This is an optimization exercise on Yosys and OpenROAD, whose aim is small area, not a production implementation.
The RTL of this run was laid out without a check of its function.
No activity file was given, so power comes from the tool's default toggle rates.

**flow/design.v**
```verilog
`timescale 1ns/1ns
`default_nettype none
module eth_video_rx (
	input wire logic clk,
	input wire logic eth_rx_downstream_rst,
	input wire logic rmii_crsdv,
	input wire logic [1:0] rmii_rxd,
	input wire logic rmii_rxerr,
	output logic vram_we,
	output logic [8-1:0] vram_addr,
	output logic [12-1:0] vram_color,
	output logic frame_err
);
	localparam logic [6:0] D_ETYPE_HI = 7'd52;
	localparam logic [6:0] D_ETYPE_LO = 7'd56;
	localparam logic [6:0] D_TYPE = 7'd60;
	localparam logic [6:0] D_OFS = 7'd68;
	localparam logic [6:0] D_FULL = 7'd116;
	localparam logic [6:0] D_NOT_FFCP = 7'd127;
	localparam logic [6:0] D_NOT_MSG = 7'd120;
	logic in_frame;
	logic err_hold;
	logic pre_seen;
	logic [6:0] dcnt;
	logic [7:0] shreg;
	logic [7:0] sbuf [0:10];
	logic [4:0] ofs;
	logic ferr;
	logic [2:0] grp;
	logic [1:0] ph;
	logic shift;
	logic parked;
	logic busy;
	logic start;
	logic push;
	logic play_shift;
	assign shift = in_frame && rmii_crsdv && !rmii_rxerr;
	assign parked = dcnt[6:4] == 3'b111 && dcnt[3:2] != 2'b00;
	assign busy = grp != 3'd4;
	assign start = in_frame && !rmii_crsdv && dcnt == D_FULL;
	assign push = dcnt[1:0] == 2'd0 && dcnt[6:2] >= 5'd18 && dcnt[6:2] <= 5'd28;
	assign play_shift = !grp[2] && !(grp[1:0] == 2'd0 && ph == 2'd0);
	always_ff @(posedge clk) begin
		if (eth_rx_downstream_rst) begin
			in_frame <= 1'b0;
			err_hold <= 1'b0;
			pre_seen <= 1'b0;
		end else if (err_hold) begin
			if (!rmii_crsdv)
				err_hold <= 1'b0;
		end else if (rmii_crsdv && rmii_rxerr) begin
			err_hold <= 1'b1;
			in_frame <= 1'b0;
			pre_seen <= 1'b0;
		end else if (!rmii_crsdv) begin
			in_frame <= 1'b0;
			pre_seen <= 1'b0;
		end else if (in_frame) begin
		end else if (pre_seen && rmii_rxd == 2'b11) begin
			in_frame <= 1'b1;
		end else begin
			pre_seen <= rmii_rxd == 2'b01;
		end
	end
	always_ff @(posedge clk) begin
		if (!in_frame)
			dcnt <= '0;
		else if ((dcnt == D_ETYPE_HI && shreg != 8'h88) ||
				(dcnt == D_ETYPE_LO && shreg != 8'hB5))
			dcnt <= D_NOT_FFCP;
		else if (dcnt == D_TYPE && shreg != 8'd2)
			dcnt <= D_NOT_MSG;
		else if (shift && !parked)
			dcnt <= dcnt + 7'd1;
		if (shift && dcnt != D_FULL && !busy)
			shreg <= {rmii_rxd, shreg[7:2]};
		if (dcnt == D_OFS)
			ofs <= shreg[4:0];
		if (push || play_shift) begin
			for (int i = 0; i < 10; i++)
				sbuf[i] <= sbuf[i+1];
			sbuf[10] <= shreg;
		end
	end
	always_ff @(posedge clk) begin
		if (eth_rx_downstream_rst) begin
			grp <= 3'd4;
			ph <= 2'd0;
			ferr <= 1'b0;
		end else begin
			ferr <= err_hold && dcnt >= D_ETYPE_LO && dcnt != D_NOT_FFCP;
			if (start) begin
				grp <= 3'd6;
				ph <= 2'd0;
			end else if (busy) begin
				ph <= ph == 2'd2 ? 2'd0 : ph + 2'd1;
				if (ph == 2'd2)
					grp <= grp + 3'd1;
			end
		end
	end
	assign vram_we = !grp[2] && ph != 2'd0;
	assign vram_addr = {ofs, grp[1:0], ph[1]};
	assign vram_color = ph[1] ? {sbuf[0][3:0], sbuf[1]} : {sbuf[0], sbuf[1][7:4]};
	assign frame_err = ferr;
endmodule
`default_nettype wire
```
**flow/flow/run.sh**
```bash
#!/bin/bash
# The standard layout (the standard.sh, standard synthesis unchanged), with
# two changes: ports are buffered with buf_1 cells, and the clock tree is built
# from clkbuf_4 cells without dummy balancing loads.
set -euo pipefail
export BUFFER_PORTS_ARGS="-buffer_cell sky130_fd_sc_hd__buf_1"
export CTS_ARGS="-sink_clustering_enable -repair_clock_nets -dont_use_dummy_load -buf_list sky130_fd_sc_hd__clkbuf_4"
bash standard.sh > standard.log 2>&1
```
**flow/standard.sh**
```bash
#!/bin/bash
# synth_recipe.tcl (not shown) runs the flow's synth.tcl, then flattens the netlist and writes it again
# the make line also repeats each setting of config.mk as NAME=value (left out here)
make -C /OpenROAD-flow-scripts/flow DESIGN_CONFIG=/design/flow/config.mk WORK_HOME=/design/flow/orfs CLKGATE_MAP_FILE= SYNTH_SCRIPT=/design/flow/synth_recipe.tcl "${@:-finish}"
```
**flow/config.mk**
```make
export PLATFORM = sky130hd
export DESIGN_NAME = eth_video_rx
export DESIGN_NICKNAME = eth_video_rx
export VERILOG_FILES = /design/flow/design.v
export SDC_FILE = /design/flow/constraint.sdc
export NUM_CORES = 4
export LEC_CHECK = 0
export CAP_MARGIN = 20
export CORE_MARGIN = 2
export CORE_UTILIZATION = 40
export SLEW_MARGIN = 20
```
**flow/constraint.sdc**
```tcl
create_clock -name core_clock -period 10.0 [get_ports {clk}]
set_input_delay 2.0000 -clock core_clock [delete_from_list [all_inputs] [get_ports {clk}]]
set_output_delay 2.0000 -clock core_clock [all_outputs]
set_load 0.01 [all_outputs]
```
==> run summary <==
-- synth_stat cells, types with 2 or more instances --
master / n
nand2_1: 8
nand3_1: 6
inv_1: 9
buf_2: 3
nand3b_1: 2
a31oi_1: 5
o22ai_1: 3
buf_4: 6
clkbuf_1: 2
dfxtp_1: 16
o21ai_0: 2
mux2_2: 12
nor4b_1: 2
and4b_1: 2
nand4b_1: 2
nor4_1: 2
a21oi_1: 5
nor2_1: 11
xnor2_1: 6
nor3_1: 9
nor2b_1: 2
edfxtp_1: 101
ha_1: 5
-- how the worst min path moves through the flow --
stage | depth (start not counted) | from | end
2_1_floorplan | 0 | sbuf[2][0]$_DFFE_PP_ | sbuf[1][0]$_DFFE_PP_
3_5_place_dp | 0 | sbuf[2][2]$_DFFE_PP_ | sbuf[1][2]$_DFFE_PP_
5_1_grt | 0 | sbuf[4][3]$_DFFE_PP_ | sbuf[3][3]$_DFFE_PP_
6_report | 0 | sbuf[4][3]$_DFFE_PP_ | sbuf[3][3]$_DFFE_PP_
3_3_place_gp | 0 | sbuf[10][7]$_DFFE_PP_ | sbuf[9][7]$_DFFE_PP_
4_1_cts | 0 | sbuf[4][3]$_DFFE_PP_ | sbuf[3][3]$_DFFE_PP_
-- cell type report --
cell class / instances / area (sq um)
Inverter: 9 / 33.8
Multi-Input combinational cell: 104 / 808
Fill cell: 934 / 5710
Clock buffer: 17 / 128
Sequential cell: 117 / 3350
Timing Repair Buffer: 29 / 116
Tap cell: 136 / 170
-- flip-flops by register name, summed over array words and instances, names as in the netlist --
signal / cells
ferr: 1
ph: 2
pre_seen: 1
err_hold: 1
sbuf: 88
in_frame: 1
ofs: 5
dcnt: 7
grp: 3
shreg: 8
-- power by group --
part / internal, mW / total [mW] / switching (mW)
Sequential: 0.522 / 0.522 / 0.000341
Clock: 0.0777 / 0.209 / 0.131
Combinational: 0.00143 / 0.00371 / 0.00229
-- layer usage --
metal  part of all wire  up-vias  wire length, microns  track usage
met4              0.020        0                   112       0.0640
met3              0.041       10                   231       0.0389
li1                   -      994                     -            -
met2               0.47       38                  2600        0.161
met1               0.47      985                  2640        0.132
met5                  0        -                     0            0
-- cells by family after synthesis --
| family | count (synthesis) | synth area share |
|---|---|---|
| flip-flops | 117 | 0.787 |
| AND/OR/NAND/NOR | 55 | 0.0837 |
| AO/OA/AOI/OAI | 25 | 0.0423 |
| buffers and inverters | 21 | 0.0264 |
| multiplexers | 13 | 0.0340 |
| XOR/XNOR | 6 | 0.0123 |
| adder cells (fa/ha/maj) | 5 | 0.0147 |
==> impl_metrics.toml <==
[outcome]
status = "timing/DRC/antenna clean"

[cts]
cts_buffers = 17
cts_setup_buffers = 0
htreeDepth = 4
cts.sinks = 117
clk_pin_slew_worst_paths_ns = 0.10
root_buffer = "clkbuf_4"
insertion_delay_ns = 0.47
cts_tree = "built"
post_cts_resized = 0
clockBufferDepth = 2
ctsHoldBuffers = 0

[timing]
finClkSkew_ns = 0.0346
finalSetupViolations = 0
slew_violations = 0
slew_headroom = 0.292
fin_ws_ns = 6.24
rsz0062_at_grt = "false"
worst_hold_slack_ns = 0.395
tightest_slew_ns = 1.06
tns_ns = 0
min_period_over_period = 0.376
hold_violations = 0
min_period_ns = 3.76
fmax_ghz = 0.266

[worst_setup_path]
worstPathRequired_ns = 8.00
timing.rr.start = "ph[1]$_SDFFE_PP0N_"
max_stage_delay_ns = 0.77
path_cells = "mux2_2 -> buf_1"
crit_family = "flip-flops"
start_kind = "register"
path_max_fanout = 17
r2r_cells = 4
r2r_slack_ns = 7.55
cp.depth = 2
path_class = "reg2out"
critPathLaunch = "ph[1]$_SDFFE_PP0N_"
rr_endpoint = "sbuf[6][5]$_DFFE_PP_"
crit_buf_inv = 1
crit_path_end_kind = "output port"
crit_end = "vram_color[0]"
cp.arrival_ns = 1.76
crit_slowest_cell = "dfxtp_1"

[floorplan]
die_x_microns = 107
rows = 37
top_level_ports = 28
core_sq_um = 10300
initial_core_util = 0.413
fp.dieH_microns = 107
die_area_sq_um = 11500

[place]
placedInstanceArea_sq_um = 4480
place_ws_ns = 6.35
io_buffers = 27
place.gp.congestion = 0.748
placed_cells = 395
post-dp-hpwl_microns = 3390

[final_layout]
post-route-util = 0.446
layout_commonest_cell = "edfxtp_1"
num_antenna_cells = 0
synthToLayoutAreaGrowth_pct = 8.13
drive_above_1_share = 0.145
final_cells = 412
final_cell_mix = "edfxtp_1 (101), buf_1 (27), clkbuf_4 (17)"
final_nets = 289
stdcell_area_sq_um = 4610

[global_route]
grt_pass1_vias = 2035
grt_max_degree = 89
grt_usage = 0.107
antenna_found_initial = 0
overflow = 0
grt_pass1_wl_microns = 9290

[routing]
dr.pass1.iters = 4
drt_iter0_drc = 94
routed_wl_microns = 5590
drc = 0
via_count = 2027
viasPerCell = 4.92
wl_per_cell_microns = 13.6
ant_nets = 0

[logic_synthesis]
synth_top_area_cell = "edfxtp_1"
synth_cell_types = 44
ys_ff_latch = 117
synthesis.instances = 242
synth_area_leaders = "edfxtp_1 (71%), dfxtp_1 (7.5%), mux2_2 (3.2%)"
synth-edff-count = 101
synth_seq_area_share = 0.787
synth-async-reset-ratio = 0
syn_avg_cell_area_sq_um = 17.6
synth-main-ff-cell = "edfxtp_1"
synth_fp_nets = 253
synth_area_sq_um = 4260
yosysWarnings = 2
synth_top_cell_area_share = 0.711

[job]
drv_cap = 0

[power]
finalPower_mw = 0.735
ir_worst_vdd_v = 0.0000778
p_per_area_nw_per_um2 = 159
p_leak_nw = 1.41

[hold_path]
hold_path_class = "reg2reg"

==> separate check: timing with driven ports <==
No port has a modelled driver above. Below, the same layout with a new extraction and two added sets of constraints.
Step 1, drivers: a clkbuf_16 drives clk and a buf_2 each remaining input, both assumed.
Step 2 moves the port delays by t, midway between the first and last clock arrival at a register: inputs arrive t later, outputs are due t later. That takes back most of the time a late clock gives input paths.
a / b / c = no drivers / after step 1 / after step 2; a / b = the first two.
t (ns): 0.483
setup slack, ns: 6.235 / 6.206 / 6.395
worst hold slack (ns): 0.395 / 0.395 / 0.395
worst data-port slew with drivers (ns): 0.03
After both steps setup and hold are still met in this run. For this run, drivers alone change the setup slack by -0.029 ns; drivers and shift together by +0.160 ns.
